Background: an optimization exercise with open tools, aiming at small area and a short achievable clock period. Do not read the settings as production practice. The RTL was checked by simulation tests, not by an equivalence proof against the original design. No activity file was given, so power comes from the tool's default toggle rates.

==> flow/design.v (excerpt) <==
module exe_stage (
    input  logic        clk,
    input  logic        rst,
    input  logic        in_valid,
    input  logic        hold,
    input  logic        flush,
    input  logic [63:0] pc,
    input  logic [31:0] inst,
    input  logic [63:0] rs1_data,
    input  logic [63:0] rs2_data,
    input  logic [63:0] imm,
    input  logic [63:0] csr_val,
    input  logic [22:0] ctrl,
    output logic        out_valid,
    output logic        out_redirect,
    output logic        out_we_reg,
    output logic [4:0]  out_rd,
    output logic [63:0] out_pc,
    output logic [63:0] out_result,
    output logic [63:0] out_csr_result,
    output logic [63:0] out_npc
);
For scale: ~5,900 cells after synthesis, about 260 flip-flops, ~640 I/O pins.
Settings: LEC_CHECK=0, ABC_AREA=1, CAP_MARGIN=20, CORE_MARGIN=2, CORE_UTILIZATION=40, SETUP_SLACK_MARGIN=4, SLEW_MARGIN=20, TNS_END_PERCENT=5; clock period 7.0 ns.
standard.sh (not shown) runs the stock make flow with config.mk's settings and CLKGATE_MAP_FILE= SYNTH_SCRIPT=/design/flow/synth_recipe.tcl, a recipe that flattens the netlist after the stock synthesis.
==> flow/flow/run.sh <==
#!/bin/bash
# Standard ORFS layout (the standard.sh), with the port buffers made of
# sky130_fd_sc_hd__buf_1 instead of the default delay buffer.
set -euo pipefail
cd "$(dirname "$0")/.."
bash standard.sh "BUFFER_PORTS_ARGS=-buffer_cell sky130_fd_sc_hd__buf_1" finish > make_finish.log 2>&1
Then changed:
--- a/flow/config.mk
+++ b/flow/config.mk
@@ -8,3 +8,3 @@
 export ABC_AREA = 1
-export CAP_MARGIN = 20
+export CAP_MARGIN = 10
 export CORE_MARGIN = 2
@@ -12,3 +12,3 @@
 export SETUP_SLACK_MARGIN = 4
-export SLEW_MARGIN = 20
-export TNS_END_PERCENT = 5
+export SLEW_MARGIN = 10
+export TNS_END_PERCENT = 0
Effect: Wire length drops by about 1.4%. Critical path depth came out higher by 3. Synthesized area stays the same. Core utilization fell by 0.65 points. Combinational power is lower by about 2%.

========
Starting RTL as in the previous note.
==> flow/config.mk <==
export PLATFORM = sky130hd
export DESIGN_NAME = exe_stage
export DESIGN_NICKNAME = exe_stage
export VERILOG_FILES = /design/flow/design.v
export SDC_FILE = /design/flow/constraint.sdc
export NUM_CORES = 4
export LEC_CHECK = 0
export ABC_AREA = 1
export CAP_MARGIN = 20
export CORE_MARGIN = 2
export CORE_UTILIZATION = 40
export PLACE_DENSITY = 0.65
export SETUP_SLACK_MARGIN = 4
export SLEW_MARGIN = 20
export TNS_END_PERCENT = 0
==> flow/constraint.sdc <==
create_clock -name core_clock -period 7.0 [get_ports {clk}]
set_input_delay 1.4000 -clock core_clock [delete_from_list [all_inputs] [get_ports {clk}]]
set_output_delay 1.4000 -clock core_clock [all_outputs]
set_load 0.01 [all_outputs]
Scripts as last shown in full above: flow/flow/run.sh
The first run produced a clean layout.
Then changed:
- CORE_UTILIZATION: 40 -> 45
- PLACE_DENSITY: 0.65 -> not set
- SETUP_SLACK_MARGIN: 4 -> 3.5
=> Global-route usage is higher by 2.9 points. Wire length went down by about 4.4%. Combinational power came out lower by about 4%. Cell area is lower by 2.7%.
Then changed:
- CAP_MARGIN: 20 -> 0
- CORE_UTILIZATION: 45 -> 40
- SETUP_SLACK_MARGIN: 3.5 -> 4
- SLEW_MARGIN: 20 -> 0
Effect: The changed run completed with no timing, DRC or antenna violations; utilization shrinks by 5.1 points; global-route usage shrinks by 3.5 points; count of clock-buffer cells in the layout grows by 10; clock power grows by about 19%; die area grows by about 12%; power grows by about 5%.
Then changed:
- CAP_MARGIN: 0 -> 20
- CORE_UTILIZATION: 40 -> 35
- SETUP_SLACK_MARGIN: 4 -> 4.5
- SLEW_MARGIN: 0 -> 20
=> Hold slack degrades by 4.8 ps. Non-clock buffer count climbs by 52. Die area climbs by 14%. Utilization drops by 5.7 points.

========
Setup of v6:
exe_stage again, from the RTL that the note above started with.
Settings: LEC_CHECK=0, ABC_AREA=1, CAP_MARGIN=20, CORE_MARGIN=2, CORE_UTILIZATION=40, SETUP_SLACK_MARGIN=4, SLEW_MARGIN=20, TNS_END_PERCENT=0; clock period 7.0 ns.
Scripts as last shown in full above: flow/flow/run.sh
v6 finished every stage and its layout cleared the timing, DRC and antenna checks.
The following lists how v7 was set up differently from v6:
Settings: SETUP_SLACK_MARGIN: 4 -> 3; CORE_UTILIZATION: 40 -> 45.
### Flow results
Detailed router's first-iteration violation count of v7 exceeds that of v6 by a few percent.
Delta (v7 minus v6): final period demand of the worst path increased by 0.044 ns relative to the old numbers, sequential portion of the cell area decreased by 0.21 points relative to the old numbers.
Compared with v6, v7 shows a higher slew at the pin closest to its max-slew limit.
v6 has higher critical path depth than v7.
Compared with v6, v7 shows a lower fraction of area in clock buffers and inverters.
Count of vias placed by the detailed router (lower): v6
Looking only at total of clock buffers placed in the layout, and setting everything else aside, the lower value of v7 and v6 goes to v7.
Measured against each other, v7 and v6 differ in via count of the first global-routing pass, the lower figure coming from v6.
Comparing cell internal power dissipation for v7 and v6, the smaller number came from v7.

## what the ideal ports hide
The results above use ideal ports. As a check the final layouts listed here were re-extracted and re-timed, cells and wires unchanged. Step 1: set_driving_cell puts a clkbuf_16 on clk and a buf_2 on each other input, an assumption about the parent block. Step 2 also shifts input and output timing later by t, the mid clock arrival at the registers, as if the neighbouring blocks saw the same clock. Three values: ideal ports, drivers, drivers and shift; two values: the first two.
run | t, ns | setup slack, ns | hold WS [ns] | pins driven straight from the clock port
the first run of note 1 | 0.628 | 2.833 / 2.861 / 2.233 | 0.444 / 0.444 / 0.444 | 1
the second run of note 1 | 0.627 | 2.900 / 2.919 / 2.291 | 0.451 / 0.451 / 0.451 | 1
the first run of note 2 | 0.642 | 2.925 / 2.949 / 2.307 | 0.449 / 0.449 / 0.449 | 1
the second run of note 2 | 0.636 | 2.751 / 2.735 / 2.099 | 0.447 / 0.447 / 0.447 | 1
the third run of note 2 | 0.627 | 2.900 / 2.919 / 2.291 | 0.451 / 0.451 / 0.451 | 1
the fourth run of note 2 | 0.671 | 2.761 / 2.804 / 2.133 | 0.446 / 0.446 / 0.446 | 1
v6 | 0.629 | 2.892 / 2.915 / 2.286 | 0.451 / 0.451 / 0.451 | 1
v7 | 0.649 | 2.848 / 2.855 / 2.206 | 0.450 / 0.450 / 0.450 | 1
After both steps every run listed still meets setup and hold. For the second run of note 2, which loses most, drivers alone change the setup slack by -0.016 ns; drivers and shift together by -0.652 ns.
